Context: an optimization exercise on an open-source flow, tuned for small area, a short achievable clock period and few clock cycles per item. The choices shown serve that exercise and are no tape-out recipe.
Where RTL was checked, it was by simulation tests only, not by an equivalence proof against the original.
For runs 3 and 8, only the layout was checked, not whether the RTL still works.
Power and IR drop assume default switching activity.

==> design.v <==
module collision_scheduler #(
  parameter int MAX_LINES = 51,
  parameter int CW        = 8,
  parameter int IDW       = 8
) (
  input  logic              clk,
  input  logic              reset,
  input  logic              in_val,
  output logic              in_rdy,
  input  logic [CW-1:0]     x1,
  input  logic [CW-1:0]     y1,
  input  logic [CW-1:0]     z1,
  input  logic [CW-1:0]     x2,
  input  logic [CW-1:0]     y2,
  input  logic [CW-1:0]     z2,
  input  logic              clr,
  output logic              chk_req,
  output logic [6*CW-1:0]   chk_a,
  output logic [6*CW-1:0]   chk_b,
  input  logic              chk_ack,
  input  logic              chk_hit,
  output logic              out_val,
  output logic [IDW-1:0]    lineID,
  output logic              collide,
  output logic [IDW-1:0]    collide_cnt,
  output logic              full,
  output logic              busy
);
  localparam int SW = 6 * CW;
  localparam int NL = MAX_LINES;
  localparam int AW = $clog2(MAX_LINES + 1);
  localparam int LV = $clog2(MAX_LINES);
  logic [SW-1:0]  seg;
  logic [NL-1:0][SW-1:0] mem;
  logic [AW-1:0]  ct;         
  logic [AW-1:0]  rid;        
  logic           curv;       
  logic           nxtv;       
  logic           bv;         
  logic           nv;         
  logic [SW-1:0]  cur, nxt, bq;
  logic [NL-1:0]  elig;       
  logic [NL-1:0]  nsel;       
  logic [NL-1:0]  rest;       
  logic           ov_q, col_q, rdy_q, req_q, full_q, busy_q;
  logic [IDW-1:0] lid_q, cnt_q;
  assign seg         = {x1, y1, z1, x2, y2, z2};
  assign in_rdy      = rdy_q;
  assign chk_req     = req_q;
  assign chk_a       = cur;
  assign chk_b       = bq;
  assign out_val     = ov_q;
  assign lineID      = lid_q;
  assign collide     = col_q;
  assign collide_cnt = cnt_q;
  assign full        = full_q;
  assign busy        = busy_q;
  function automatic logic [NL-1:0] lowest(input logic [NL-1:0] v);
    logic [NL-1:0] p;
    p = v;
    for (int k = 0; k < LV; k++)
      p = p | (p << (1 << k));
    lowest = v & ~(p << 1);
  endfunction
  logic [SW-1:0] rd;
  always_comb begin
    rd = '0;
    for (int j = 0; j < NL; j++)
      rd = rd | (mem[j] & {SW{nsel[j]}});
  end
  logic          fire, hit, res, step, accept;
  logic [NL-1:0] e_hi, e_hi_low, r_low, rid_oh;
  assign fire     = req_q && chk_ack;
  assign hit      = fire && chk_hit;
  assign step     = fire && !chk_hit && nv;
  assign res      = (fire && (chk_hit || !nv)) || (curv && !bv);
  assign accept   = in_val && rdy_q;
  assign e_hi     = {elig[NL-1:1], 1'b0};
  assign e_hi_low = lowest(e_hi);
  assign r_low    = lowest(rest);
  always_comb begin
    rid_oh = '0;
    rid_oh[rid[LV-1:0]] = 1'b1;
  end
  logic           curv_n, nxtv_n, ov_n;
  logic [AW-1:0]  ct_n;
  assign curv_n = res ? (nxtv || accept) : (curv || accept);
  assign nxtv_n = nxtv ? !res : (curv && !res && accept);
  assign ct_n   = ct + AW'(accept);
  assign ov_n   = res;
  always_ff @(posedge clk or negedge reset) begin
    if (!reset) begin
      ct     <= '0;
      rid    <= '0;
      curv   <= 1'b0;
      nxtv   <= 1'b0;
      bv     <= 1'b0;
      nv     <= 1'b0;
      elig   <= '0;
      nsel   <= '0;
      rest   <= '0;
      ov_q   <= 1'b0;
      rdy_q  <= 1'b1;
      req_q  <= 1'b0;
      full_q <= 1'b0;
      busy_q <= 1'b0;
      cnt_q  <= '0;
    end else if (clr) begin
      ct     <= '0;
      rid    <= '0;
      curv   <= 1'b0;
      nxtv   <= 1'b0;
      bv     <= 1'b0;
      nv     <= 1'b0;
      elig   <= '0;
      nsel   <= '0;
      rest   <= '0;
      ov_q   <= 1'b0;
      rdy_q  <= 1'b1;
      req_q  <= 1'b0;
      full_q <= 1'b0;
      busy_q <= 1'b0;
      cnt_q  <= '0;
    end else begin
      ct     <= ct_n;
      curv   <= curv_n;
      nxtv   <= nxtv_n;
      ov_q   <= ov_n;
      rdy_q  <= (ct_n != AW'(NL)) && !nxtv_n;
      full_q <= (ct_n == AW'(NL));
      busy_q <= curv_n || nxtv_n || ov_n;
      req_q  <= curv_n && (bv || res);
      if (ov_q && col_q && (cnt_q != '1)) cnt_q <= cnt_q + IDW'(1);
      if (res) begin
        rid <= rid + AW'(1);
        bv  <= 1'b1;
        if (hit) begin
          nsel <= e_hi_low;
          rest <= e_hi & ~e_hi_low;
          nv   <= |e_hi;
        end else begin
          elig <= elig | rid_oh;
          nsel <= {{(NL-1){1'b0}}, elig[0]};
          rest <= e_hi;
          nv   <= elig[0];
        end
      end else if (step) begin
        nsel <= r_low;
        rest <= rest & ~r_low;
        nv   <= |rest;
      end
    end
  end
  always_ff @(posedge clk) begin
    if (res || !curv) cur <= nxtv ? nxt : seg;
    if (!nxtv)        nxt <= seg;
    if (res) begin
      bq    <= hit ? mem[0] : cur;
      lid_q <= IDW'(rid) + IDW'(1);
      col_q <= hit;
    end else if (step) begin
      bq <= rd;
    end
  end
  always_ff @(posedge clk) begin
    for (int j = 0; j < NL; j++)
      if (ct == AW'(j)) mem[j] <= seg;
  end
endmodule
==> run.sh <==
#!/bin/bash
# synth_recipe.tcl (not shown) runs the flow's synth.tcl, then flattens the netlist and writes it again
# the make line also repeats each setting of config.mk as NAME=value (left out here)
make -C /OpenROAD-flow-scripts/flow DESIGN_CONFIG=/design/flow/config.mk WORK_HOME=/design/flow/orfs CLKGATE_MAP_FILE= SYNTH_SCRIPT=/design/flow/synth_recipe.tcl finish
==> config.mk <==
export PLATFORM = sky130hd
export DESIGN_NAME = collision_scheduler
export DESIGN_NICKNAME = collision_scheduler
export VERILOG_FILES = /design/flow/design.v
export SDC_FILE = /design/flow/constraint.sdc
export NUM_CORES = 4
export LEC_CHECK = 0
export CAP_MARGIN = 20
export CORE_MARGIN = 2
export CORE_UTILIZATION = 60
export SETUP_SLACK_MARGIN = 3.0
export SLEW_MARGIN = 20
==> constraint.sdc <==
create_clock -name core_clock -period 6.0 [get_ports {clk}]
set_input_delay 1.2000 -clock core_clock [delete_from_list [all_inputs] [get_ports {clk}]]
set_output_delay 1.2000 -clock core_clock [all_outputs]
set_load 0.01 [all_outputs]
==> results of run 1 <==
-- sequential cells by signal, summed over array words and instances, names as in the netlist --
name / flops
mem: 2448
lid_q: 7
nsel: 51
rdy_q: 1
elig: 51
nv: 1
rest: 50
ct: 6
full_q: 1
nxtv: 1
bq: 48
rid: 6
col_q: 1
nxt: 48
curv: 1
ov_q: 1
cur: 48
req_q: 1
cnt_q: 8
bv: 1
busy_q: 1
-- power by group through the flow --
stage | sequential [mW] | clock, mW | combinational [mW]
floorplan | 22.0 | 0 | 1.30
global placement | 22.5 | 0 | 2.61
detailed placement | 22.5 | 0 | 2.63
CTS | 22.1 | 17.0 | 2.65
global route | 22.1 | 17.7 | 2.82
finish | 22.1 | 17.0 | 2.76
-- worst paths after layout --
kind / to / from / slack (ps)
hold / removal: ov_q / reset / 340
hold reg to reg: nxt[44] / nxt[44] / 470
min in group core_clock: nxt[44] / nxt[44] / 470
max in group asynchronous: nsel[3] / reset / 4670
setup reg to reg: mem[826] / ct[5] / 2920
setup / recovery: mem[826] / ct[5] / 2920
-- layout make-up --
class                           count  share of cell area
Timing Repair Buffer              454              0.0361
Multi-Input combinational cell   2614               0.161
Antenna cell                       12            0.000257
Sequential cell                  2781               0.704
Inverter                           20            0.000792
Clock inverter                    109             0.00633
Clock buffer                      392              0.0684
Tap cell                         2218              0.0237
-- layer usage --
| metal | wire [um] | part of all wire | vias up | GRT usage |
|---|---|---|---|---|
| met5 | 24 | 0.000059 | - | 0 |
| met4 | 26800 | 0.066 | 4 | 0.249 |
| met3 | 67000 | 0.16 | 1471 | 0.132 |
| met2 | 176000 | 0.43 | 6980 | 0.680 |
| met1 | 138000 | 0.34 | 34500 | 0.657 |
| li1 | - | - | 25000 | - |
-- what timing repair did --
action	CTS	global route
gates cloned	1	0
setup buffers	50	15
endpoints found under the setup margin	500	118
pin swaps	9	7
hold buffers	0	0
resized for setup	181	7
-- cells by family after synthesis --
group	count (synthesis)	share of synthesized area
flops	2781	0.807
compound gates	1501	0.115
simple gates	995	0.0524
buf+inv	369	0.0140
mux	85	0.00895
xor+xnor	23	0.00198
fa+ha+maj	8	0.000983
other cells	1	0.0000368
-- cells in the mapped netlist, drive strengths merged, types with 35 or more instances --
| library cell | count |
|---|---|
| nand2 | 164 |
| o2bb2ai | 35 |
| mux2i | 37 |
| dfxtp | 48 |
| edfxtp | 2552 |
| mux2 | 48 |
| a222oi | 48 |
| nor3 | 82 |
| o21ai | 46 |
| a221oi | 138 |
| nand4 | 269 |
| dfrtp | 180 |
| buf | 94 |
| nor4 | 83 |
| a22oi | 914 |
| a22o | 137 |
| clkbuf | 255 |
| nor2 | 170 |
| nand3 | 106 |
-- per-stage QoR --
stage	total power, mW	cells	worst slack (ps)	utilization
finish	41.9	8600	2920	0.693
CTS	41.7	8573	3000	0.692
global route	42.6	8589	2990	0.692
detailed placement	25.1	8021	1550	0.638
floorplan	23.3	5763	2450	-
global placement	25.1	8017	1600	0.637
-- worst max-delay path: stages, from the launching register on --
cell      delay (ps)
dfrtp_1          450
nand2b_2         640
nor2_4          1050
buf_12           500
==> impl_metrics.yaml, run 1 <==
timing:
  rsz0062_at_grt: "no"
  fin_crit_ps: 3080
  slew_violations: 0
  whs_ps: 343
  worstMarginPinSlew_ps: 1250
  fmax_ghz: 0.325
  finClkSkew_ps: 55.8
  setup_viol: 0
  hold_violations: 0
  slew_headroom: 0.170
  tns_ps: 0
  fin_crit_sh: 0.514
grt:
  antenna_found_initial: 21
  grt_pass1_vias: 62700
  track_usage: 0.470
  grt_pass1_wl_mm: 544
  grt_overflow: 0
  grt_max_degree: 108
placement:
  placed_area_um2: 108000
  gp_congestion: 0.920
  post-dp-hpwl_mm: 208
  numPortBuffers: 170
layout:
  fin_area_um2: 117000
  mostFrequentLayoutCells: "2552 x edfxtp_1, 914 x a22oi_1, 297 x clkbuf_16, 268 x nand4_1, 237 x buf_4"
  multi_input_area_um2: 18800
  ff_latch_area_um2: 82300
  synthToLayoutAreaGrowth_pct: 14.9
  final_common_cell: "edfxtp_1"
  fin_nets: 6225
  drive_above_1_share: 0.140
  nFillCells: 11100
detailed_routing:
  drc_errors: 0
  viasPerCell: 7.91
  drt_iter0_markers: 15000
  first_pass_iters: 6
  via_count: 68000
  ant_nets: 0
  routed_wirelength_mm: 408
  routedWlPerCell_um: 47.4
cts:
  clk_latency_ps: 960
  clock-root-buffer: "clkbuf_16"
  cts_inserted_buffers: 292
  clock_sinks: 2781
  cts_tree: "done"
  clk_pin_slew_ps: 70
  htreeDepth: 5
  cts.path.max_buffers: 4
power_and_ir_drop:
  switching_power_mw: 9.90
  seqPwrFrac: 0.528
  sw_frac_of_total: 0.236
  cellPowerDensity_nw_per_um2: 358
  p_comb_frac: 0.066
  irDropWorstVdd_uv: 366
  intPower_mw: 32.0
  p_clk_frac: 0.407
  cellLeakagePower_nw: 37.6
logic_synthesis:
  netlist.top_cell.by_area: "edfxtp_1"
  synth_top_area_frac: 0.753
  yosysWarnings: 1
  synth_nets: 5825
  synth-edff-count: 2552
  ys_seq_area_frac: 0.807
  synthTopCellsByArea: "edfxtp_1 75%, a22oi_1 6.7%, dfrtp_1 4.4%, nand4_1 1.6%, a221oi_1 1.2%"
  syn_inst: 5763
  synth-main-ff-cell: "edfxtp_1"
  syn_area_um2: 102000
  async_flop_share: 0.0651
  ys_types: 85
  avgSynthCellArea_um2: 17.7
  yosys_register_bits: 2781
die:
  dieArea_um2: 173000
  boundaryPins: 172
  coreArea_um2: 169000
  rows: 151
  dieHeight_um: 416
  start_util: 0.603
  die_w_um: 416
worst_hold_path:
  hold_class: "primary input to async pin"
critical_path:
  crit_type: "flop to flop"
  r2r_cells: 3
  path_max_fanout: 34
  arrival_ps: 3650
  critPathRequiredTime_ps: 6570
  cp-start-kind: "flop"
  end_kind: "flop"
run:
  max-cap-violations: 0
status:
  status: "timing/DRC/antenna clean"
Testbench counts, summed over its fixed seeds: cycles 51,900, items 2,933.
==> run 2, diff against run 1 <==
--- a/config.mk
+++ b/config.mk
@@ -8,5 +8,4 @@
 export CAP_MARGIN = 20
 export CORE_MARGIN = 2
-export CORE_UTILIZATION = 60
-export SETUP_SLACK_MARGIN = 3.0
+export CORE_UTILIZATION = 40
 export SLEW_MARGIN = 20
==> impl_metrics.yaml, run 2 <==
critical_path:
  cp-start-kind: "flop"
  cp_common_cell: "buf_4"
  crit_chain: "nand2b_2 -> nor2_4 -> buf_4 -> buf_4"
  path_max_fanout: 27
  cp_top_family: "buffers and inverters"
  crit_type: "flop to flop"
  worst_path_max_delay_cell: "buf_4"
  critPathRequiredTime_ps: 6530
  arrival_ps: 3960
  slowest_delay_ps: 840
  r2r_cells: 4
  cp_num_cells: 4
  crit_buf_inv: 2
  end_kind: "flop"
layout:
  mostFrequentLayoutCells: "2552 x edfxtp_1, 914 x a22oi_1, 299 x clkbuf_16, 268 x nand4_1, 194 x buf_4"
  top_register: "mem"
  fin_nets: 6167
  final_util: 0.465
  largest_reg_flops: 2448
  drive_above_1_share: 0.130
  reg.largest.list: "mem: 2448 flops, elig: 51 flops, nsel: 51 flops"
  final_common_cell: "edfxtp_1"
  fin_area_um2: 118000
  synthToLayoutAreaGrowth_pct: 15.9
  final_cells: 9690
timing:
  fin_crit_sh: 0.571
  slew_headroom: 0.169
  setup_viol: 0
  fmax_ghz: 0.292
  finClkSkew_ps: 54.8
  slew_violations: 0
  fin_crit_ps: 3430
  hold_violations: 0
  worstMarginPinSlew_ps: 1250
  rsz0062_at_grt: "no"
  whs_ps: 390
  fin_ws_ps: 2570
  tns_ps: 0
power_and_ir_drop:
  intPower_mw: 32.4
  switching_power_mw: 9.94
  cellLeakagePower_nw: 37.2
  p_total_mw: 42.3
  p_clk_frac: 0.412
  p_comb_frac: 0.064
  cellPowerDensity_nw_per_um2: 358
  seqPwrFrac: 0.523
  sw_frac_of_total: 0.235
  irDropWorstVdd_uv: 354
cts:
  cts_inserted_buffers: 297
  clock-root-buffer: "clkbuf_16"
  cts_setup_buffers: 0
  clk_pin_slew_ps: 60
  clk_latency_ps: 950
  cts_tree: "done"
  cts_hold_buf: 0
  clock_sinks: 2781
  htreeDepth: 5
  cts.path.max_buffers: 4
  cts_resized: 0
detailed_routing:
  routedWlPerCell_um: 42.4
  routed_wirelength_mm: 411
  drc_errors: 0
  viasPerCell: 6.97
  drt_iter0_markers: 14000
  ant_nets: 0
  first_pass_iters: 7
  via_count: 67600
logic_synthesis:
  ys_types: 85
  synth_nets: 5825
  netlist.top_cell.by_area: "edfxtp_1"
  synth_top_area_frac: 0.753
  synth_most_common_cell: "edfxtp_1"
  syn_area_um2: 102000
  synth-edff-count: 2552
  ys_seq_area_frac: 0.807
  yosysWarnings: 1
  syn_inst: 5763
  yosys_register_bits: 2781
  synthTopCellsByCount: "2552 x edfxtp_1, 914 x a22oi_1, 268 x nand4_1"
  avgSynthCellArea_um2: 17.7
  synthTopCellsByArea: "edfxtp_1 75%, a22oi_1 6.7%, dfrtp_1 4.4%, nand4_1 1.6%, a221oi_1 1.2%"
  synth-main-ff-cell: "edfxtp_1"
  async_flop_share: 0.0651
grt:
  grt_pass1_vias: 61900
  track_usage: 0.311
  grt_pass1_wl_mm: 547
  grt_overflow: 0
  grt_max_degree: 120
  antenna_found_initial: 23
die:
  start_util: 0.401
  rows: 185
  boundaryPins: 172
  coreArea_um2: 254000
  dieArea_um2: 259000
  die_w_um: 509
  dieHeight_um: 509
placement:
  gp_congestion: 0.870
  placed_area_um2: 109000
  dp.cells: 9170
  numPortBuffers: 170
  pre_cts_slack_ps: 1680
  post-dp-hpwl_mm: 211
status:
  status: "timing/DRC/antenna clean"
worst_hold_path:
  hold_class: "primary input to async pin"
run:
  max-cap-violations: 0
==> run 2: routing by layer <==
metal	track usage	up-vias	routed length, um	share of wire
li1	-	25000	-	-
met1	0.415	34600	143000	0.35
met2	0.475	6591	182000	0.44
met3	0.0774	1368	59800	0.15
met4	0.156	16	26100	0.064
met5	0	-	114	0.00028
==> run 2: cell families after synthesis <==
group           after synthesis  share of synthesized area
simple gates                995                     0.0524
fa+ha+maj                     8                   0.000983
flops                      2781                      0.807
other cells                   1                  0.0000368
xor+xnor                     23                    0.00198
compound gates             1501                      0.115
mux                          85                    0.00895
buf+inv                     369                     0.0140
==> run 2: final cells by class <==
class                   count  area (um2)
flip-flops and latches   2781       82300
clock inverters           106         955
fillers                 21500      136000
inverters                  20        80.1
multi-input cells        2613       18700
repair buffers            392        3660
diodes                     19        47.5
well taps                3366        4210
clock buffers             393        8020
==> run 2: final timing paths <==
check,to,slack (ps),from
setup / recovery,mem[2013],2570,ct[4]
hold / removal,rid[2],390,reset
setup reg to reg,mem[2013],2570,ct[4]
hold reg to reg,nxt[11],470,nxt[11]
max in group asynchronous,nsel[31],4550,reset
min in group core_clock,nxt[11],470,nxt[11]
==> run 2: power by group through the flow <==
stage / registers [mW] / clock network (mW) / logic, mW
2_1_floorplan: 22.0 / 0 / 1.30
3_3_place_gp: 22.5 / 0 / 2.61
3_5_place_dp: 22.5 / 0 / 2.64
4_1_cts: 22.1 / 17.4 / 2.65
5_1_grt: 22.1 / 18.2 / 2.80
6_report: 22.1 / 17.4 / 2.73
==> run 3, diff against run 2 <==
--- a/design.v
+++ b/design.v
@@ -98,6 +98,4 @@
       nv     <= 1'b0;
       elig   <= '0;
-      nsel   <= '0;
-      rest   <= '0;
       ov_q   <= 1'b0;
       rdy_q  <= 1'b1;
@@ -114,6 +112,4 @@
       nv     <= 1'b0;
       elig   <= '0;
-      nsel   <= '0;
-      rest   <= '0;
       ov_q   <= 1'b0;
       rdy_q  <= 1'b1;
@@ -135,22 +131,25 @@
         rid <= rid + AW'(1);
         bv  <= 1'b1;
-        if (hit) begin
-          nsel <= e_hi_low;
-          rest <= e_hi & ~e_hi_low;
-          nv   <= |e_hi;
-        end else begin
-          elig <= elig | rid_oh;
-          nsel <= {{(NL-1){1'b0}}, elig[0]};
-          rest <= e_hi;
-          nv   <= elig[0];
-        end
+        if (hit) nv <= |e_hi;
+        else     nv <= elig[0];
+        if (!hit) elig <= elig | rid_oh;
       end else if (step) begin
-        nsel <= r_low;
-        rest <= rest & ~r_low;
-        nv   <= |rest;
+        nv <= |rest;
       end
     end
   end
   always_ff @(posedge clk) begin
+    if (res) begin
+      if (hit) begin
+        nsel <= e_hi_low;
+        rest <= e_hi & ~e_hi_low;
+      end else begin
+        nsel <= {{(NL-1){1'b0}}, elig[0]};
+        rest <= e_hi;
+      end
+    end else if (step) begin
+      nsel <= r_low;
+      rest <= rest & ~r_low;
+    end
     if (res || !curv) cur <= nxtv ? nxt : seg;
     if (!nxtv)        nxt <= seg;
==> flow/run.sh (new file) <==
#!/bin/bash
# The standard ORFS layout, with the port buffers made of buf_4 cells rather than the
# buffer that buffer_ports picks by default (a slow delay buffer). Synthesis is run first,
# unchanged, so the registers are the standard synthesis's.
set -euo pipefail
bash standard.sh synth > synth.log 2>&1
bash standard.sh "BUFFER_PORTS_ARGS=-buffer_cell sky130_fd_sc_hd__buf_4" finish > layout.log 2>&1
test -s out/final.def
==> standard.sh (new file) <==
#!/bin/bash
# synth_recipe.tcl (not shown) runs the flow's synth.tcl, then flattens the netlist and writes it again
# the make line also repeats each setting of config.mk as NAME=value (left out here)
make -C /OpenROAD-flow-scripts/flow DESIGN_CONFIG=/design/flow/config.mk WORK_HOME=/design/flow/orfs CLKGATE_MAP_FILE= SYNTH_SCRIPT=/design/flow/synth_recipe.tcl "${@:-finish}"
--- a/config.mk
+++ b/config.mk
@@ -8,4 +8,5 @@
 export CAP_MARGIN = 20
 export CORE_MARGIN = 2
-export CORE_UTILIZATION = 40
+export CORE_UTILIZATION = 60
+export SETUP_SLACK_MARGIN = 3.5
 export SLEW_MARGIN = 20
removed: run.sh
==> impl_metrics.yaml, run 3 <==
status:
  status: "timing/DRC/antenna clean"
timing:
  setup_viol: 0
  slew_violations: 0
  tns_ps: 0
  fin_crit_sh: 0.492
  worstMarginPinSlew_ps: 1190
  hold_violations: 0
  fin_ws_ps: 3050
  rsz0062_at_grt: "yes"
  finClkSkew_ps: 61.8
  slew_headroom: 0.207
  fmax_ghz: 0.339
  fin_crit_ps: 2950
critical_path:
  cp_top_family: "flip-flops"
  worst_path_max_delay_cell: "edfxtp_1"
  r2r_cells: 4
  rrSetupSlack_ps: 3430
  crit-reg2reg-capture: "nsel[21]"
  crit_buf_inv: 1
  cp-start-kind: "flop"
  arrival_ps: 1750
  path_max_fanout: 1
  crit_type: "flop to output pin"
  crit_chain: "buf_6"
  r2r-start: "bv"
  critPathRequiredTime_ps: 4800
  slowest_delay_ps: 610
  end_kind: "output pin"
cts:
  clk_latency_ps: 940
  cts_hold_buf: 0
  htreeDepth: 5
  clk_pin_slew_ps: 60
  cts.path.max_buffers: 4
  cts_inserted_buffers: 294
  clock-root-buffer: "clkbuf_16"
  clock_sinks: 2781
  cts_tree: "done"
detailed_routing:
  ant_nets: 0
  wl_met3_mm: 61.7
  first_pass_iters: 9
  routed_wirelength_mm: 387
  drc_errors: 0
  drt_iter0_markers: 13100
  via_count: 66100
  drt-met1-wl_mm: 130
  routedWlPerCell_um: 45.6
  wl_met2_mm: 170
  viasPerCell: 7.77
  top_layer: "met5"
logic_synthesis:
  synth_top_area_frac: 0.787
  synth_nets: 5644
  synthTopCellsByArea: "edfxtp_1 79%, a22oi_1 7.1%, dfrtp_1 2.0%, nand4_1 1.6%, a22o_1 1.1%"
  synthTopCellsByCount: "2653 x edfxtp_1, 952 x a22oi_1, 253 x nand4_1"
  syn_inst: 5582
  ys_seq_area_frac: 0.817
  synth-edff-count: 2653
  yosys_register_bits: 2781
  synth_most_common_cell: "edfxtp_1"
  ys_types: 73
  avgSynthCellArea_um2: 18.1
  async_flop_share: 0.0288
  netlist.top_cell.by_area: "edfxtp_1"
  syn_area_um2: 101000
  yosysWarnings: 1
  synth-main-ff-cell: "edfxtp_1"
layout:
  final_util: 0.705
  drive_above_1_share: 0.179
  final_common_cell: "edfxtp_1"
  fin_nets: 6157
  mostFrequentLayoutCells: "2653 x edfxtp_1, 950 x a22oi_1, 326 x buf_4, 306 x clkbuf_16, 253 x nand4_1"
  top_register: "mem"
  synthToLayoutAreaGrowth_pct: 16.6
  reg.largest.list: "mem: 2448 flops, elig: 51 flops, nsel: 51 flops"
  largest_reg_flops: 2448
  fin_area_um2: 118000
power_and_ir_drop:
  intPower_mw: 32.6
  p_clk_frac: 0.404
  seqPwrFrac: 0.511
  sw_frac_of_total: 0.239
  switching_power_mw: 10.3
  p_comb_frac: 0.085
  cellLeakagePower_nw: 38.4
  irDropWorstVdd_uv: 345
  cellPowerDensity_nw_per_um2: 363
die:
  start_util: 0.604
  coreArea_um2: 167000
  dieArea_um2: 172000
  rows: 150
  dieHeight_um: 415
  die_w_um: 415
  boundaryPins: 172
run:
  max-cap-violations: 0
grt:
  grt_pass1_wl_mm: 513
  track_usage: 0.442
  antenna_found_initial: 6
  grt_pass1_vias: 60800
  grt_max_degree: 134
  grt_overflow: 0
placement:
  numPortBuffers: 170
  post-dp-hpwl_mm: 187
  placed_area_um2: 107000
  pre_cts_slack_ps: 2190
  gp_congestion: 0.860
worst_hold_path:
  hold_class: "primary input to async pin"
run 3: stage by stage:
step	power (mW)	cells	hold slack [ps]
after global routing	43.6	8501	397
final	42.9	8504	365
after floorplan	23.6	5582	446
after detailed placement	25.5	7813	456
after CTS	42.5	8435	349
after global placement	25.5	7810	451
run 3: kinds of logic after synthesis:
kind of cell,after synthesis,share of synthesized area
AOI/OAI and AO/OA,1442,0.111
xor gates and xnor gates,25,0.00216
adders and majority gates,8,0.000989
buffers and inverters,378,0.0143
DFF,2781,0.817
muxes,89,0.00940
other,1,0.0000371
and+or+nand+nor,858,0.0459
run 3: power by group through the flow:
stage | Sequential, mW | Clock [mW] | Combinational [mW]
final | 21.9 | 17.3 | 3.66
after CTS | 21.9 | 17.2 | 3.37
after global placement | 22.4 | 0 | 3.11
after detailed placement | 22.4 | 0 | 3.15
after floorplan | 22.2 | 0 | 1.37
after global routing | 21.9 | 18.0 | 3.65
run 3: worst max-delay path by stage:
stage | startpoint | end | slack, ps | depth (start not counted)
4_1_cts | rdy_q | in_rdy | 3070 | 1
6_report | bq[10] | chk_b[10] | 3050 | 1
2_1_floorplan | chk_ack | bq[0] | 2020 | 3
3_3_place_gp | chk_ack | rest[43] | 2210 | 5
3_5_place_dp | chk_ack | rest[45] | 2190 | 5
5_1_grt | bq[10] | chk_b[10] | 3070 | 1
run 3: layer usage:
metal | global-route usage | vias up
met5 | 0 | -
met4 | 0.212 | 12
met3 | 0.113 | 1371
met2 | 0.660 | 6286
met1 | 0.618 | 33900
li1 | - | 24600
run 3: area by class of cell:
cell class | count | area, um2
Timing Repair Buffer | 546 | 5470
Antenna cell | 3 | 7.51
Inverter | 48 | 203
Clock inverter | 101 | 823
Fill cell | 10700 | 49400
Clock buffer | 397 | 8090
Multi-Input combinational cell | 2424 | 18000
Sequential cell | 2781 | 82600
Tap cell | 2204 | 2760
run 3: repair_timing:
item                                    in CTS  in global routing
setup buffers                              124                 61
gates cloned                                 0                  5
endpoints found under the setup margin    1410                453
pin swaps                                   40                 29
gates resized for setup                    170                 76
==> run 4, diff against run 3 <==
--- a/design.v
+++ b/design.v
@@ -43,8 +43,8 @@
   logic [NL-1:0]  nsel;       
   logic [NL-1:0]  rest;       
-  logic           ov_q, col_q, rdy_q, req_q, full_q, busy_q;
+  logic           ov_q, col_q, nrdy_q, req_q, full_q, busy_q;
   logic [IDW-1:0] lid_q, cnt_q;
   assign seg         = {x1, y1, z1, x2, y2, z2};
-  assign in_rdy      = rdy_q;
+  assign in_rdy      = !nrdy_q;
   assign chk_req     = req_q;
   assign chk_a       = cur;
@@ -56,10 +56,10 @@
   assign full        = full_q;
   assign busy        = busy_q;
-  function automatic logic [NL-1:0] lowest(input logic [NL-1:0] v);
+  function automatic [NL-1:0] highest(input [NL-1:0] v);
     logic [NL-1:0] p;
     p = v;
     for (int k = 0; k < LV; k++)
-      p = p | (p << (1 << k));
-    lowest = v & ~(p << 1);
+      p = p | (p >> (1 << k));
+    highest = v & ~(p >> 1);
   endfunction
   logic [SW-1:0] rd;
@@ -70,13 +70,13 @@
   end
   logic          fire, hit, res, step, accept;
-  logic [NL-1:0] e_hi, e_hi_low, r_low, rid_oh;
+  logic [NL-1:0] e_hi, e_top, r_top, rid_oh;
   assign fire     = req_q && chk_ack;
   assign hit      = fire && chk_hit;
   assign step     = fire && !chk_hit && nv;
   assign res      = (fire && (chk_hit || !nv)) || (curv && !bv);
-  assign accept   = in_val && rdy_q;
+  assign accept   = in_val && !nrdy_q;
   assign e_hi     = {elig[NL-1:1], 1'b0};
-  assign e_hi_low = lowest(e_hi);
-  assign r_low    = lowest(rest);
+  assign e_top    = highest(elig);
+  assign r_top    = highest(rest);
   always_comb begin
     rid_oh = '0;
@@ -99,5 +99,5 @@
       elig   <= '0;
       ov_q   <= 1'b0;
-      rdy_q  <= 1'b1;
+      nrdy_q <= 1'b0;
       req_q  <= 1'b0;
       full_q <= 1'b0;
@@ -113,5 +113,5 @@
       elig   <= '0;
       ov_q   <= 1'b0;
-      rdy_q  <= 1'b1;
+      nrdy_q <= 1'b0;
       req_q  <= 1'b0;
       full_q <= 1'b0;
@@ -123,5 +123,5 @@
       nxtv   <= nxtv_n;
       ov_q   <= ov_n;
-      rdy_q  <= (ct_n != AW'(NL)) && !nxtv_n;
+      nrdy_q <= (ct_n == AW'(NL)) || nxtv_n;
       full_q <= (ct_n == AW'(NL));
       busy_q <= curv_n || nxtv_n || ov_n;
@@ -139,26 +139,34 @@
     end
   end
+  always_ff @(posedge clk or negedge reset) begin
+    if (!reset) begin
+      cur   <= '0;
+      bq    <= '0;
+      lid_q <= '0;
+      col_q <= 1'b0;
+    end else begin
+      if (res || !curv) cur <= nxtv ? nxt : seg;
+      if (fire)              bq <= chk_hit ? mem[0] : (nv ? rd : cur);
+      else if (curv && !bv)  bq <= cur;
+      if (res) begin
+        lid_q <= IDW'(rid) + IDW'(1);
+        col_q <= hit;
+      end
+    end
+  end
   always_ff @(posedge clk) begin
     if (res) begin
       if (hit) begin
-        nsel <= e_hi_low;
-        rest <= e_hi & ~e_hi_low;
+        nsel <= {e_top[NL-1:1], 1'b0};
+        rest <= e_hi & ~e_top;
       end else begin
-        nsel <= {{(NL-1){1'b0}}, elig[0]};
-        rest <= e_hi;
+        nsel <= e_top;
+        rest <= elig & ~e_top;
       end
     end else if (step) begin
-      nsel <= r_low;
-      rest <= rest & ~r_low;
+      nsel <= r_top;
+      rest <= rest & ~r_top;
     end
-    if (res || !curv) cur <= nxtv ? nxt : seg;
-    if (!nxtv)        nxt <= seg;
-    if (res) begin
-      bq    <= hit ? mem[0] : cur;
-      lid_q <= IDW'(rid) + IDW'(1);
-      col_q <= hit;
-    end else if (step) begin
-      bq <= rd;
-    end
+    if (!nxtv) nxt <= seg;
   end
   always_ff @(posedge clk) begin
--- a/config.mk
+++ b/config.mk
@@ -9,4 +9,6 @@
 export CORE_MARGIN = 2
 export CORE_UTILIZATION = 60
-export SETUP_SLACK_MARGIN = 3.5
+export CTS_CLUSTER_DIAMETER = 100
+export CTS_CLUSTER_SIZE = 30
+export SETUP_SLACK_MARGIN = 3.6
 export SLEW_MARGIN = 20
==> impl_metrics.yaml, run 4 <==
detailed_routing:
  drc_errors: 0
  routedWlPerCell_um: 47.6
  routed_wirelength_mm: 402
  drt_iter0_markers: 14000
  first_pass_iters: 7
  via_count: 67500
  ant_nets: 0
  viasPerCell: 7.98
layout:
  final_common_cell: "edfxtp_1"
  mostFrequentLayoutCells: "2549 x edfxtp_1, 422 x a22o_1, 414 x a221oi_1, 339 x a22oi_1, 333 x buf_4"
  largest_reg_flops: 2448
  ff_latch_area_um2: 82200
  multi_input_area_um2: 19800
  nFillCells: 11300
  synthToLayoutAreaGrowth_pct: 11.9
  fin_nets: 6210
  reg.largest.list: "mem: 2448 flops, elig: 51 flops, nsel: 51 flops"
  top_register: "mem"
  drive_above_1_share: 0.169
grt:
  grt_overflow: 0
  antenna_found_initial: 17
  grt_max_degree: 93
  grt_pass1_vias: 60600
  grt_pass1_wl_mm: 531
  track_usage: 0.458
cts:
  cts_tree: "done"
  cts_inserted_buffers: 103
  clock_sinks: 2781
  clk_pin_slew_ps: 120
  htreeDepth: 3
  cts_hold_buf: 0
  clock-root-buffer: "clkbuf_16"
  clk_latency_ps: 800
  cts.path.max_buffers: 3
timing:
  setup_viol: 0
  finClkSkew_ps: 38.8
  slew_headroom: 0.349
  rsz0062_at_grt: "yes"
  fmax_ghz: 0.367
  fin_crit_sh: 0.455
  whs_ps: 338
  slew_violations: 0
  fin_crit_ps: 2730
  tns_ps: 0
  hold_violations: 0
  worstMarginPinSlew_ps: 977
critical_path:
  worstSetupStartpoint: "cur[26]"
  arrival_ps: 1530
  crit_chain: "buf_6"
  crit_type: "flop to output pin"
  critPathRequiredTime_ps: 4800
  cp-start-kind: "flop"
  cp_top_family: "flip-flops"
  r2r-start: "nsel[13]"
  worst_path_max_delay_cell: "dfrtp_2"
  crit_buf_inv: 1
  path_max_fanout: 2
  end_kind: "output pin"
  slowest_delay_ps: 570
logic_synthesis:
  synth-edff-count: 2549
  yosys_register_bits: 2781
  synthTopCellsByCount: "2549 x edfxtp_1, 422 x a22o_1, 421 x a221oi_1"
  yosysWarnings: 1
  ys_types: 70
  synthTopCellsByArea: "edfxtp_1 75%, dfrtp_1 4.5%, a22o_1 3.6%, a221oi_1 3.6%, a22oi_1 2.5%"
  synth_nets: 5860
  syn_inst: 5798
  synth_top_area_frac: 0.749
  ys_seq_area_frac: 0.804
  avgSynthCellArea_um2: 17.6
  synth_most_common_cell: "edfxtp_1"
  syn_area_um2: 102000
  netlist.top_cell.by_area: "edfxtp_1"
  synth-main-ff-cell: "edfxtp_1"
  async_flop_share: 0.0662
power_and_ir_drop:
  cellPowerDensity_nw_per_um2: 314
  cellLeakagePower_nw: 36.8
  irDropWorstVdd_uv: 320
status:
  status: "timing/DRC/antenna clean"
worst_hold_path:
  hold_class: "primary input to async pin"
die:
  coreArea_um2: 169000
  start_util: 0.603
  boundaryPins: 172
  die_w_um: 417
  dieHeight_um: 417
  dieArea_um2: 174000
  rows: 151
placement:
  gp_congestion: 0.869
  post-dp-hpwl_mm: 195
  numPortBuffers: 170
run:
  max-cap-violations: 0
## run 4: power by group
group / leakage (nW) / total [mW] / switching (mW) / internal (mW)
clock network: 1.46 / 9.23 / 5.77 / 3.47
registers: 25.7 / 22.0 / 0.447 / 21.6
logic: 9.57 / 4.58 / 3.12 / 1.46
total: 36.8 / 35.9 / 9.34 / 26.5
## run 4: routing by layer
| layer | wire [um] | GRT usage |
|---|---|---|
| met4 | 27100 | 0.226 |
| met5 | 120 | 0 |
| met2 | 174000 | 0.676 |
| met3 | 64100 | 0.115 |
| met1 | 137000 | 0.644 |
## run 4: per-stage QoR
step / utilization / setup slack [ps] / total power [mW] / instance area (um2) / std cells
after floorplan: - / 3180 / 24.0 / 103000 / 5798
after global placement: 0.634 / 2170 / 26.2 / 107000 / 8005
after detailed placement: 0.635 / 2120 / 26.3 / 108000 / 8013
after CTS: 0.670 / 3260 / 35.5 / 113000 / 8410
after global routing: 0.675 / 3270 / 36.4 / 114000 / 8455
final: 0.675 / 3270 / 35.9 / 114000 / 8461
## run 4: what timing repair did
item | in CTS | in global routing
setup buffers | 199 | 40
pin swaps | 66 | 28
endpoints found under the setup margin | 2337 | 985
cloned | 5 | 4
gates resized for setup | 287 | 112
## run 4: path summary, 6_finish.rpt
| kind | slack, ps | cells after the start | end |
|---|---|---|---|
| max | 3270 | 1 | chk_a[26] |
| min | 340 | 1 | elig[34] |
| max reg2reg | 3490 | 6 | bq[29] |
| min reg2reg | 480 | 1 | nxt[33] |
| max in group asynchronous | 4370 | 2 | bq[42] |
| min in group core_clock | 480 | 1 | nxt[33] |
## run 4: layout make-up
type / instances / area share
timing repair buffer: 600 / 0.0557
inverter: 18 / 0.000722
multi-input combinational: 2644 / 0.173
tap: 2218 / 0.0243
antenna: 7 / 0.000153
sequential: 2781 / 0.719
clock inverter: 8 / 0.000974
clock buffer: 185 / 0.0259
## run 4: cell families after synthesis
kind of cell,after synthesis,synth area share
adders and majority gates,8,0.000980
buffers and inverters,377,0.0139
DFF,2781,0.804
and+or+nand+nor,972,0.0476
muxes,98,0.0108
other,1,0.0000367
AOI/OAI and AO/OA,1542,0.121
xor gates and xnor gates,19,0.00163
Testbench counts of run 4, summed over its fixed seeds: cycles 50,448, items 2,933.
==> run 5, diff against run 4 <==
--- a/config.mk
+++ b/config.mk
@@ -10,5 +10,5 @@
 export CORE_UTILIZATION = 60
 export CTS_CLUSTER_DIAMETER = 100
-export CTS_CLUSTER_SIZE = 30
+export CTS_CLUSTER_SIZE = 24
 export SETUP_SLACK_MARGIN = 3.6
 export SLEW_MARGIN = 20
==> impl_metrics.yaml, run 5 <==
timing:
  whs_ps: 280
  fin_crit_ps: 2750
  slew_headroom: 0.362
  slew_violations: 0
  tns_ps: 0
  setup_viol: 0
  fin_crit_sh: 0.459
  fmax_ghz: 0.363
  finClkSkew_ps: 25.8
  fin_ws_ps: 3250
  hold_violations: 0
  worstMarginPinSlew_ps: 957
  rsz0062_at_grt: "yes"
detailed_routing:
  wl_met3_mm: 64.8
  drt-met1-wl_mm: 137
  ant_nets: 0
  wl_met2_mm: 175
  drt_iter0_markers: 13700
  top_layer: "met5"
  drc_errors: 0
  first_pass_iters: 6
  via_count: 67900
  viasPerCell: 7.97
  routed_wirelength_mm: 405
  routedWlPerCell_um: 47.5
power_and_ir_drop:
  irDropWorstVdd_uv: 294
  p_total_mw: 37.1
  cellPowerDensity_nw_per_um2: 322
  cellLeakagePower_nw: 37.1
critical_path:
  rrSetupSlack_ps: 3480
  crit-reg2reg-capture: "bq[4]"
  cp_num_cells: 1
  cp-start-kind: "flop"
  r2r-start: "nsel[13]"
  critPathRequiredTime_ps: 4800
  end_kind: "output pin"
  slowest_delay_ps: 530
  endpoint: "chk_a[26]"
  crit_buf_inv: 1
  r2r_cells: 6
  crit_chain: "buf_6"
  crit_type: "flop to output pin"
  worstSetupStartpoint: "cur[26]"
  cp_top_family: "flip-flops"
  arrival_ps: 1550
  worst_path_max_delay_cell: "dfrtp_2"
  path_max_fanout: 2
die:
  start_util: 0.603
  rows: 151
  die_w_um: 417
  dieArea_um2: 174000
  boundaryPins: 172
  coreArea_um2: 169000
  dieHeight_um: 417
cts:
  cts_tree: "done"
  clk_pin_slew_ps: 100
  cts_inserted_buffers: 133
  clock-root-buffer: "clkbuf_16"
  htreeDepth: 4
  cts_hold_buf: 0
  clock_sinks: 2781
  cts.path.max_buffers: 3
  clk_latency_ps: 850
logic_synthesis:
  avgSynthCellArea_um2: 17.6
  syn_area_um2: 102000
  synth_top_area_frac: 0.749
  syn_inst: 5798
  synth-main-ff-cell: "edfxtp_1"
  ys_types: 70
  synth_most_common_cell: "edfxtp_1"
  synth-edff-count: 2549
  synth_nets: 5860
  yosys_register_bits: 2781
  netlist.top_cell.by_area: "edfxtp_1"
  synthTopCellsByCount: "2549 x edfxtp_1, 422 x a22o_1, 421 x a221oi_1"
  async_flop_share: 0.0662
  yosysWarnings: 1
  synthTopCellsByArea: "edfxtp_1 75%, dfrtp_1 4.5%, a22o_1 3.6%, a221oi_1 3.6%, a22oi_1 2.5%"
  ys_seq_area_frac: 0.804
layout:
  nFillCells: 11200
  drive_above_1_share: 0.174
  final_common_cell: "edfxtp_1"
  mostFrequentLayoutCells: "2549 x edfxtp_1, 422 x a22o_1, 415 x a221oi_1, 339 x a22oi_1, 338 x buf_4"
  top_register: "mem"
  synthToLayoutAreaGrowth_pct: 12.7
  fin_nets: 6244
  largest_reg_flops: 2448
  reg.largest.list: "mem: 2448 flops, elig: 51 flops, nsel: 51 flops"
  fin_area_um2: 115000
placement:
  post-dp-hpwl_mm: 195
  pre_cts_slack_ps: 2120
  placed_area_um2: 108000
  numPortBuffers: 170
  gp_congestion: 0.869
grt:
  grt_overflow: 0
  grt_pass1_vias: 61200
  grt_max_degree: 93
  grt_pass1_wl_mm: 533
  track_usage: 0.460
  antenna_found_initial: 19
status:
  status: "timing/DRC/antenna clean"
worst_hold_path:
  hold_class: "primary input to async pin"
run:
  max-cap-violations: 0
-- run 5: cell counts after synthesis --
Identical to the previous run, type by type.
-- run 5: worst min path at each step --
| stage | from | endpoint | slack (ps) | cells after the start |
|---|---|---|---|---|
| 6_report | reset | elig[34] | 280 | 1 |
| 5_1_grt | reset | elig[34] | 310 | 1 |
| 4_1_cts | reset | elig[35] | 280 | 1 |
| 3_5_place_dp | nxt[33] | nxt[33] | 450 | 1 |
| 3_3_place_gp | nxt[31] | nxt[31] | 450 | 1 |
| 2_1_floorplan | nxt[47] | nxt[47] | 450 | 1 |
-- run 5: repair_timing --
| action | in CTS | in global routing |
|---|---|---|
| cloned | 5 | 4 |
| buffers inserted | 196 | 47 |
| setup endpoints to repair | 2347 | 949 |
| pin swaps | 67 | 29 |
| gates resized for setup | 290 | 103 |
-- run 5: kinds of logic (layout without fill, tap and decap cells) --
| logic type | Yosys count | after routing | synth area share |
|---|---|---|---|
| mux | 98 | 98 | 0.0108 |
| flops | 2781 | 2781 | 0.804 |
| fa+ha+maj | 8 | 8 | 0.000980 |
| xor+xnor | 19 | 19 | 0.00163 |
| other cells | 1 | 21 | 0.0000367 |
| compound gates | 1542 | 1544 | 0.121 |
| buf+inv | 377 | 856 | 0.0139 |
| simple gates | 972 | 975 | 0.0476 |
-- run 5: worst reg2reg max path, delay by kind of cell (launching register included) --
family          cells  cell delay, ps
compound gates      3             950
buf+inv             1             210
flops               1             430
simple gates        2             810
-- run 5: layout make-up --
cell class / instances / area (um2) / area share
repair buffers: 603 / 6340 / 0.0551
well taps: 2218 / 2780 / 0.0241
flip-flops and latches: 2781 / 82200 / 0.714
diodes: 20 / 50.0 / 0.000435
inverters: 18 / 82.6 / 0.000717
clock inverters: 3 / 22.5 / 0.000196
multi-input cells: 2645 / 19800 / 0.172
clock buffers: 232 / 3870 / 0.0336
-- run 5: routing by layer --
layer  vias up  track usage
li1      25000            -
met1     34900        0.644
met2      6589        0.676
met3      1403        0.122
met4        18        0.232
met5         -     0.000834
-- run 5: power breakdown --
group          total (mW)  internal (mW)  switching [mW]  leakage (nW)
clock                10.4           4.44            6.00          1.86
combinational        4.60           1.46            3.14          9.53
sequential           22.0           21.6           0.449          25.7
-- run 5: through the flow --
stage           util  instances
6_report       0.680       8520
5_1_grt        0.680       8501
4_1_cts        0.675       8449
3_5_place_dp   0.635       8013
3_3_place_gp   0.634       8005
2_1_floorplan      -       5798
==> run 6, diff against run 5 <==
--- a/config.mk
+++ b/config.mk
@@ -8,5 +8,5 @@
 export CAP_MARGIN = 20
 export CORE_MARGIN = 2
-export CORE_UTILIZATION = 60
+export CORE_UTILIZATION = 66
 export CTS_CLUSTER_DIAMETER = 100
 export CTS_CLUSTER_SIZE = 24
==> impl_metrics.yaml, run 6 <==
logic_synthesis:
  syn_area_um2: 102000
  synth-edff-count: 2549
  syn_inst: 5798
  synth_nets: 5860
  ys_types: 70
  synthTopCellsByCount: "2549 x edfxtp_1, 422 x a22o_1, 421 x a221oi_1"
  netlist.top_cell.by_area: "edfxtp_1"
  yosysWarnings: 1
  ys_seq_area_frac: 0.804
  synth-main-ff-cell: "edfxtp_1"
  synth_most_common_cell: "edfxtp_1"
  yosys_register_bits: 2781
  synthTopCellsByArea: "edfxtp_1 75%, dfrtp_1 4.5%, a22o_1 3.6%, a221oi_1 3.6%, a22oi_1 2.5%"
  synth_top_area_frac: 0.749
  avgSynthCellArea_um2: 17.6
  async_flop_share: 0.0662
critical_path:
  path_max_fanout: 24
  cp-start-kind: "flop"
  end_kind: "flop"
  worstSetupStartpoint: "nsel[12]"
  r2r-start: "nsel[12]"
  critPathRequiredTime_ps: 6680
  arrival_ps: 3400
  crit_type: "flop to flop"
detailed_routing:
  wl_met3_mm: 68.3
  drt_iter0_markers: 13200
  routedWlPerCell_um: 46.0
  wl_met2_mm: 164
  routed_wirelength_mm: 384
  top_layer: "met5"
  drt-met1-wl_mm: 123
  first_pass_iters: 7
  drc_errors: 0
  viasPerCell: 8.11
  via_count: 67700
  ant_nets: 0
timing:
  tns_ps: 0
  fin_crit_ps: 2720
  worstMarginPinSlew_ps: 1170
  fmax_ghz: 0.367
  rsz0062_at_grt: "yes"
  slew_violations: 0
  finClkSkew_ps: 25.2
  slew_headroom: 0.222
  setup_viol: 0
  hold_violations: 0
  fin_crit_sh: 0.454
placement:
  gp_congestion: 0.882
  numPortBuffers: 170
  post-dp-hpwl_mm: 189
  dp.cells: 7848
die:
  rows: 144
  dieHeight_um: 397
  boundaryPins: 172
  coreArea_um2: 154000
  dieArea_um2: 158000
  start_util: 0.664
  die_w_um: 397
run:
  max-cap-violations: 0
status:
  status: "timing/DRC/antenna clean"
layout:
  synthToLayoutAreaGrowth_pct: 12.6
  fin_nets: 6259
  mostFrequentLayoutCells: "2549 x edfxtp_1, 422 x a22o_1, 408 x a221oi_1, 364 x buf_4, 339 x a22oi_1"
  top_register: "mem"
  final_common_cell: "edfxtp_1"
  reg.largest.list: "mem: 2448 flops, elig: 51 flops, nsel: 51 flops"
  largest_reg_flops: 2448
  final_cells: 8351
  drive_above_1_share: 0.178
cts:
  cts.path.max_buffers: 3
  cts_tree: "done"
  clock_sinks: 2781
  cts_inserted_buffers: 133
  clk_latency_ps: 830
  htreeDepth: 4
  clock-root-buffer: "clkbuf_16"
  clk_pin_slew_ps: 100
power_and_ir_drop:
  p_total_mw: 36.9
  irDropWorstVdd_uv: 302
  cellLeakagePower_nw: 37.2
  cellPowerDensity_nw_per_um2: 321
grt:
  grt_pass1_wl_mm: 511
  track_usage: 0.483
  grt_max_degree: 111
  grt_overflow: 0
  grt_pass1_vias: 61400
  antenna_found_initial: 13
worst_hold_path:
  hold_class: "primary input to async pin"
## run 6: timing repair
action	in CTS	in global routing
resized for setup	297	141
gates cloned	5	3
endpoints found under the setup margin	2098	1036
hold buffers	0	0
pin swaps	43	39
setup buffers	186	64
## run 6: logic make-up (layout without fill, tap and decap cells)
| family | Yosys count | in the layout | share of synthesized area |
|---|---|---|---|
| fa+ha+maj | 8 | 8 | 0.000980 |
| other cells | 1 | 14 | 0.0000367 |
| xor+xnor | 19 | 19 | 0.00163 |
| simple gates | 972 | 975 | 0.0476 |
| flops | 2781 | 2781 | 0.804 |
| compound gates | 1542 | 1544 | 0.121 |
| mux | 98 | 98 | 0.0108 |
| buf+inv | 377 | 868 | 0.0139 |
## run 6: path summary, 6_finish.rpt
check	end	slack (ps)	cells past startpoint
worst min-delay path	elig[42]	350	1
worst min register to register	nxt[40]	480	1
worst max-delay path	bq[45]	3280	6
min in group core_clock	nxt[40]	480	1
worst max register to register	bq[45]	3280	6
max in group asynchronous	cur[32]	4230	2
## run 6: cell type report
| cell class | count | area, um2 |
|---|---|---|
| diodes | 13 | 32.5 |
| clock buffers | 228 | 3790 |
| clock inverters | 4 | 38.8 |
| fillers | 9056 | 38900 |
| inverters | 18 | 96.3 |
| multi-input cells | 2645 | 20000 |
| flip-flops and latches | 2781 | 82200 |
| well taps | 2044 | 2560 |
| repair buffers | 617 | 6290 |
| repair inverters | 1 | 11.3 |
## run 6: metal layers
layer | vias up | GRT usage
met5 | - | 0
met3 | 1599 | 0.146
met2 | 7165 | 0.698
met1 | 33900 | 0.670
met4 | 12 | 0.262
li1 | 25000 | -
## run 6: per-stage QoR
| step | setup WS, ps | hold slack, ps | cell area, um2 | util |
|---|---|---|---|---|
| global route | 3320 | 401 | 115000 | 0.747 |
| CTS | 3320 | 365 | 114000 | 0.739 |
| global placement | 2210 | 451 | 107000 | 0.696 |
| finish | 3280 | 347 | 115000 | 0.747 |
| detailed placement | 2160 | 455 | 107000 | 0.697 |
| floorplan | 3180 | 445 | 103000 | - |
## run 6: power by group
part / internal (mW) / total [mW] / switching [mW]
Clock: 4.36 / 10.2 / 5.89
Sequential: 21.6 / 22.0 / 0.424
Combinational: 1.50 / 4.62 / 3.12
## run 6: worst max-delay path, stage by stage, from the launching register on
cell and delay (ps):
edfxtp_1 470, buf_4 350, a22o_1 330, a221oi_1 240, nand4_1 230, nor4_4 700
o21ai_0 170
==> run 7, diff against run 6 <==
--- a/config.mk
+++ b/config.mk
@@ -8,7 +8,7 @@
 export CAP_MARGIN = 20
 export CORE_MARGIN = 2
-export CORE_UTILIZATION = 66
+export CORE_UTILIZATION = 60
 export CTS_CLUSTER_DIAMETER = 100
 export CTS_CLUSTER_SIZE = 24
-export SETUP_SLACK_MARGIN = 3.6
+export SETUP_SLACK_MARGIN = 3.5
 export SLEW_MARGIN = 20
==> impl_metrics.yaml, run 7 <==
timing:
  fin_crit_ps: 2710
  slew_violations: 0
  slew_headroom: 0.343
  hold_violations: 0
  fin_ws_ps: 3290
  worstMarginPinSlew_ps: 985
  fmax_ghz: 0.369
  fin_crit_sh: 0.451
  rsz0062_at_grt: "yes"
  finClkSkew_ps: 35.0
  tns_ps: 0
  setup_viol: 0
grt:
  grt_pass1_vias: 60900
  grt_pass1_wl_mm: 535
  track_usage: 0.463
  grt_overflow: 0
  antenna_found_initial: 17
  grt_max_degree: 85
cts:
  clk_latency_ps: 830
  cts.path.max_buffers: 3
  clock-root-buffer: "clkbuf_16"
  clk_pin_slew_ps: 100
  cts_tree: "done"
  clock_sinks: 2781
  cts_inserted_buffers: 134
  htreeDepth: 4
  cts_hold_buf: 0
layout:
  mostFrequentLayoutCells: "2549 x edfxtp_1, 422 x a22o_1, 416 x a221oi_1, 345 x buf_4, 339 x a22oi_1"
  nFillCells: 11500
  drive_above_1_share: 0.165
  fin_nets: 6206
  final_common_cell: "edfxtp_1"
  synthToLayoutAreaGrowth_pct: 12.0
  fin_area_um2: 114000
  multi_input_area_um2: 19700
  reg.largest.list: "mem: 2448 flops, elig: 51 flops, nsel: 51 flops"
  top_register: "mem"
  ff_latch_area_um2: 82200
  largest_reg_flops: 2448
die:
  boundaryPins: 172
  die_w_um: 417
  coreArea_um2: 169000
  dieHeight_um: 417
  dieArea_um2: 174000
  rows: 151
  start_util: 0.603
detailed_routing:
  routed_wirelength_mm: 404
  routedWlPerCell_um: 47.7
  drt_iter0_markers: 13800
  via_count: 67400
  ant_nets: 0
  viasPerCell: 7.96
  first_pass_iters: 6
  drc_errors: 0
logic_synthesis:
  synthTopCellsByArea: "edfxtp_1 75%, dfrtp_1 4.5%, a22o_1 3.6%, a221oi_1 3.6%, a22oi_1 2.5%"
  synth_nets: 5860
  syn_area_um2: 102000
  synth-main-ff-cell: "edfxtp_1"
  synth-edff-count: 2549
  yosysWarnings: 1
  avgSynthCellArea_um2: 17.6
  synth_top_area_frac: 0.749
  yosys_register_bits: 2781
  ys_types: 70
  synthTopCellsByCount: "2549 x edfxtp_1, 422 x a22o_1, 421 x a221oi_1"
  synth_most_common_cell: "edfxtp_1"
  syn_inst: 5798
  netlist.top_cell.by_area: "edfxtp_1"
  ys_seq_area_frac: 0.804
  async_flop_share: 0.0662
placement:
  post-dp-hpwl_mm: 199
  pre_cts_slack_ps: 2260
  gp_congestion: 0.866
  numPortBuffers: 170
  placed_area_um2: 107000
critical_path:
  end_kind: "output pin"
  crit_buf_inv: 1
  cp-start-kind: "flop"
  critPathRequiredTime_ps: 4800
  arrival_ps: 1510
  worst_path_max_delay_cell: "dfrtp_2"
  crit_chain: "buf_6"
  cp_top_family: "flip-flops"
  slowest_delay_ps: 520
  path_max_fanout: 2
  crit_type: "flop to output pin"
run:
  max-cap-violations: 0
power_and_ir_drop:
  irDropWorstVdd_uv: 335
  cellPowerDensity_nw_per_um2: 324
  cellLeakagePower_nw: 36.8
  p_total_mw: 37.1
status:
  status: "timing/DRC/antenna clean"
worst_hold_path:
  hold_class: "primary input to async pin"
run 7: where the power goes:
part           switching [mW]  internal, mW  total, mW  leakage [nW]
Clock                    6.01          4.45       10.5          1.87
Sequential              0.440          21.6       22.0          25.7
Combinational            3.14          1.42       4.57          9.19
run 7: timing repair:
| item | CTS | global route |
|---|---|---|
| pin swaps | 48 | 15 |
| gates cloned | 4 | 1 |
| setup buffers | 176 | 25 |
| resized for setup | 241 | 73 |
| hold endpoints to repair | 0 | 0 |
| endpoints found under the setup margin | 1608 | 460 |
run 7: routing by layer:
metal / track usage / part of all wire / up-vias
met5: 0 / 0.00037 / -
met3: 0.121 / 0.16 / 1386
met1: 0.646 / 0.34 / 34600
li1: - / - / 24900
met2: 0.684 / 0.44 / 6549
met4: 0.227 / 0.067 / 24
run 7: logic make-up after synthesis:
kind of cell,share of synthesized area
flip-flops,0.804
AO/OA/AOI/OAI,0.121
AND/OR/NAND/NOR,0.0476
buffers and inverters,0.0139
multiplexers,0.0108
XOR/XNOR,0.00163
adder cells (fa/ha/maj),0.000980
other,0.0000367
run 7: stage by stage:
step / hold slack, ps / util / std cells
floorplan: 445 / - / 5798
global route: 380 / 0.675 / 8464
global placement: 451 / 0.635 / 8018
finish: 340 / 0.675 / 8467
CTS: 356 / 0.672 / 8436
detailed placement: 455 / 0.635 / 8020
run 7: layout make-up:
| cell class | instances | share of cell area |
|---|---|---|
| diodes | 5 | 0.000109 |
| clock buffers | 231 | 0.0338 |
| clock inverters | 5 | 0.000449 |
| inverters | 18 | 0.000700 |
| multi-input cells | 2644 | 0.172 |
| flip-flops and latches | 2781 | 0.719 |
| well taps | 2218 | 0.0243 |
| repair buffers | 565 | 0.0497 |
run 7: worst paths after layout:
| check | start | cells past startpoint | to | slack, ps |
|---|---|---|---|---|
| max in group asynchronous | reset | 2 | bq[31] | 4280 |
| min in group core_clock | nxt[24] | 1 | nxt[24] | 480 |
| min reg2reg | nxt[24] | 1 | nxt[24] | 480 |
| min | reset | 1 | elig[41] | 340 |
| max reg2reg | rest[49] | 7 | rest[5] | 3350 |
| max | bq[47] | 1 | chk_b[47] | 3290 |
==> run 8, diff against run 7 <==
--- a/design.v
+++ b/design.v
@@ -41,4 +41,5 @@
   logic [SW-1:0]  cur, nxt, bq;
   logic [NL-1:0]  elig;       
+  logic [AW-1:0]  top;        
   logic [NL-1:0]  nsel;       
   logic [NL-1:0]  rest;       
@@ -77,5 +78,8 @@
   assign accept   = in_val && !nrdy_q;
   assign e_hi     = {elig[NL-1:1], 1'b0};
-  assign e_top    = highest(elig);
+  always_comb begin
+    e_top = '0;
+    e_top[top[LV-1:0]] = elig[0];
+  end
   assign r_top    = highest(rest);
   always_comb begin
@@ -98,4 +102,5 @@
       nv     <= 1'b0;
       elig   <= '0;
+      top    <= '0;
       ov_q   <= 1'b0;
       nrdy_q <= 1'b0;
@@ -112,4 +117,5 @@
       nv     <= 1'b0;
       elig   <= '0;
+      top    <= '0;
       ov_q   <= 1'b0;
       nrdy_q <= 1'b0;
@@ -133,5 +139,8 @@
         if (hit) nv <= |e_hi;
         else     nv <= elig[0];
-        if (!hit) elig <= elig | rid_oh;
+        if (!hit) begin
+          elig <= elig | rid_oh;
+          top  <= rid;
+        end
       end else if (step) begin
         nv <= |rest;
--- a/config.mk
+++ b/config.mk
@@ -6,4 +6,5 @@
 export NUM_CORES = 4
 export LEC_CHECK = 0
+export ABC_CLOCK_PERIOD_IN_PS = 2500
 export CAP_MARGIN = 20
 export CORE_MARGIN = 2
@@ -11,4 +12,4 @@
 export CTS_CLUSTER_DIAMETER = 100
 export CTS_CLUSTER_SIZE = 24
-export SETUP_SLACK_MARGIN = 3.5
+export SETUP_SLACK_MARGIN = 3.6
 export SLEW_MARGIN = 20
==> impl_metrics.yaml, run 8 <==
timing:
  whs_ps: 392
  slew_violations: 0
  fin_crit_sh: 0.454
  slew_headroom: 0.0751
  rsz0062_at_grt: "yes"
  hold_violations: 0
  worstMarginPinSlew_ps: 1380
  finClkSkew_ps: 31.3
  setup_viol: 0
  fin_crit_ps: 2720
  fmax_ghz: 0.367
  tns_ps: 0
detailed_routing:
  wl_met3_mm: 66.3
  ant_nets: 0
  top_layer: "met5"
  drt-met1-wl_mm: 136
  wl_met2_mm: 175
  drt_iter0_markers: 14100
  routed_wirelength_mm: 405
  routedWlPerCell_um: 47.3
  first_pass_iters: 8
  drc_errors: 0
  viasPerCell: 7.96
  via_count: 68200
layout:
  final_common_cell: "edfxtp_1"
  synthToLayoutAreaGrowth_pct: 13.3
  mostFrequentLayoutCells: "2550 x edfxtp_1, 429 x a22oi_1, 388 x a22o_1, 385 x buf_4, 373 x a221oi_1"
  top_register: "mem"
  fin_nets: 6309
  largest_reg_flops: 2448
  fin_area_um2: 116000
  drive_above_1_share: 0.188
  nFillCells: 11300
critical_path:
  cp-start-kind: "flop"
  end_kind: "output pin"
  critPathRequiredTime_ps: 4800
  crit_type: "flop to output pin"
  r2r_cells: 8
  path_max_fanout: 2
  crit_chain: "inv_2 -> buf_6"
  slowest_delay_ps: 520
  arrival_ps: 1520
  worst_path_max_delay_cell: "dfrtp_2"
die:
  rows: 151
  boundaryPins: 172
  die_w_um: 418
  start_util: 0.605
  coreArea_um2: 170000
  dieHeight_um: 418
  dieArea_um2: 174000
placement:
  gp_congestion: 0.917
  numPortBuffers: 170
  post-dp-hpwl_mm: 200
  placed_area_um2: 108000
logic_synthesis:
  ys_seq_area_frac: 0.802
  netlist.top_cell.by_area: "edfxtp_1"
  synth-main-ff-cell: "edfxtp_1"
  ys_types: 81
  avgSynthCellArea_um2: 17.6
  synth-edff-count: 2550
  async_flop_share: 0.0681
  yosys_register_bits: 2788
  synth_top_area_frac: 0.746
  synth_nets: 5884
  yosysWarnings: 1
  synthTopCellsByCount: "2550 x edfxtp_1, 429 x a22oi_1, 388 x a22o_1"
  syn_inst: 5821
  synthTopCellsByArea: "edfxtp_1 75%, dfrtp_1 4.6%, a22o_1 3.3%, a221oi_1 3.2%, a22oi_1 3.1%"
  syn_area_um2: 103000
  synth_most_common_cell: "edfxtp_1"
grt:
  track_usage: 0.457
  antenna_found_initial: 14
  grt_overflow: 0
  grt_pass1_vias: 62400
  grt_max_degree: 83
  grt_pass1_wl_mm: 534
cts:
  cts.path.max_buffers: 3
  htreeDepth: 4
  clock_sinks: 2788
  clk_pin_slew_ps: 100
  cts_inserted_buffers: 134
  clk_latency_ps: 820
  clock-root-buffer: "clkbuf_16"
  cts_hold_buf: 0
  cts_tree: "done"
power_and_ir_drop:
  cellLeakagePower_nw: 37.5
  p_total_mw: 37.1
  cellPowerDensity_nw_per_um2: 319
  irDropWorstVdd_uv: 347
status:
  status: "timing/DRC/antenna clean"
run:
  max-cap-violations: 0
worst_hold_path:
  hold_class: "primary input to async pin"
run 8: cell count changes after synthesis, moves of 13 or more:
cell	before	now
nand3_1	130	94
nand2_1	261	224
a22oi_1	339	429
a221oi_1	421	378
o2bb2ai_1	27	43
nor2_1	168	133
a22o_1	422	388
o21ai_0	77	112
o21a_1	3	18
nand4_1	180	193
run 8: what timing repair did:
action / in CTS / in global routing
pin swaps: 56 / 44
gates resized for setup: 310 / 141
buffers inserted: 204 / 62
endpoints found under the setup margin: 2237 / 775
gates cloned: 9 / 8
run 8: critical path, delay by kind of cell (launching register included):
kind,cells,cell delay (ps)
buffers and inverters,2,180
DFF,1,520
run 8: logic make-up (layout without fill, tap and decap cells):
kind of cell | after synthesis | count (layout) | synth area share
flip-flops | 2788 | 2788 | 0.802
multiplexers | 98 | 98 | 0.0107
other | 1 | 8 | 0.0000365
XOR/XNOR | 18 | 18 | 0.00154
AND/OR/NAND/NOR | 868 | 876 | 0.0439
buffers and inverters | 391 | 903 | 0.0144
adder cells (fa/ha/maj) | 9 | 9 | 0.00110
AO/OA/AOI/OAI | 1648 | 1651 | 0.127
run 8: final timing paths:
path                            slack, ps  startpoint       to
worst max-delay path                 3280      nrdy_q   in_rdy
worst min-delay path                  390       reset  elig[1]
worst max register to register       3510    rest[30]  nsel[8]
worst min register to register        470     nxt[30]  nxt[30]
max in group asynchronous            4190       reset   bq[45]
min in group core_clock               470     nxt[30]  nxt[30]
run 8: routing by layer:
metal	GRT usage	vias to the layer above
met5	0.00167	-
met3	0.122	1411
li1	-	25200
met1	0.642	34900
met2	0.673	6722
met4	0.221	6
run 8: power by group:
part | switching, mW | total (mW) | internal, mW
Clock | 6.00 | 10.4 | 4.42
Combinational | 3.13 | 4.61 | 1.49
Sequential | 0.430 | 22.1 | 21.6
run 8: area by class of cell:
class	instances	area [um2]	area share
clock buffers	230	3840	0.0330
diodes	7	17.5	0.000151
flip-flops and latches	2788	82400	0.708
well taps	2218	2780	0.0239
multi-input cells	2653	20500	0.176
repair buffers	646	6620	0.0569
clock inverters	4	50.0	0.000430
inverters	23	101	0.000872
run 8: through the flow:
step | instances | util | setup slack, ps
after floorplan | 5821 | - | 3180
final | 8569 | 0.685 | 3280
after CTS | 8492 | 0.679 | 3230
after global placement | 8039 | 0.637 | 2170
after global routing | 8563 | 0.685 | 3240
after detailed placement | 8045 | 0.638 | 2120

[what the ideal ports hide]
In the flow no input, the clock included, has a driving cell. The finished layouts below were timed again as built, in two steps. Step 1: set_driving_cell puts a clkbuf_16 on clk and a buf_2 on each other input, an assumption about the parent block. Step 2 times the ports against the registers' clock, not the clock port: input delays grow and output delays shrink by t, the midpoint of the rising clock arrivals with the driver on. a / b / c = ideal / step 1 / step 2; a / b = the first two.
run | t, ns | setup WS [ns] | worst data-port slew with drivers (ns)
run 1 | 1.018 | 2.919 / 2.915 / 2.174 | 0.29
run 2 | 1.035 | 2.575 / 2.473 / 1.661 | 0.25
run 3 | 1.000 | 3.050 / 2.961 / 2.607 | 0.23
run 4 | 0.882 | 3.272 / 3.176 / 2.804 | 0.19
run 5 | 0.933 | 3.248 / 3.151 / 2.682 | 0.18
run 6 | 0.910 | 3.275 / 3.225 / 2.684 | 0.23
run 7 | 0.901 | 3.293 / 3.204 / 2.646 | 0.27
run 8 | 0.903 | 3.279 / 3.187 / 2.688 | 0.17
After both steps setup and hold are still met in every run listed. The setup slack of run 2, which loses most, moves by -0.102 ns with the drivers and by -0.914 ns with both steps.
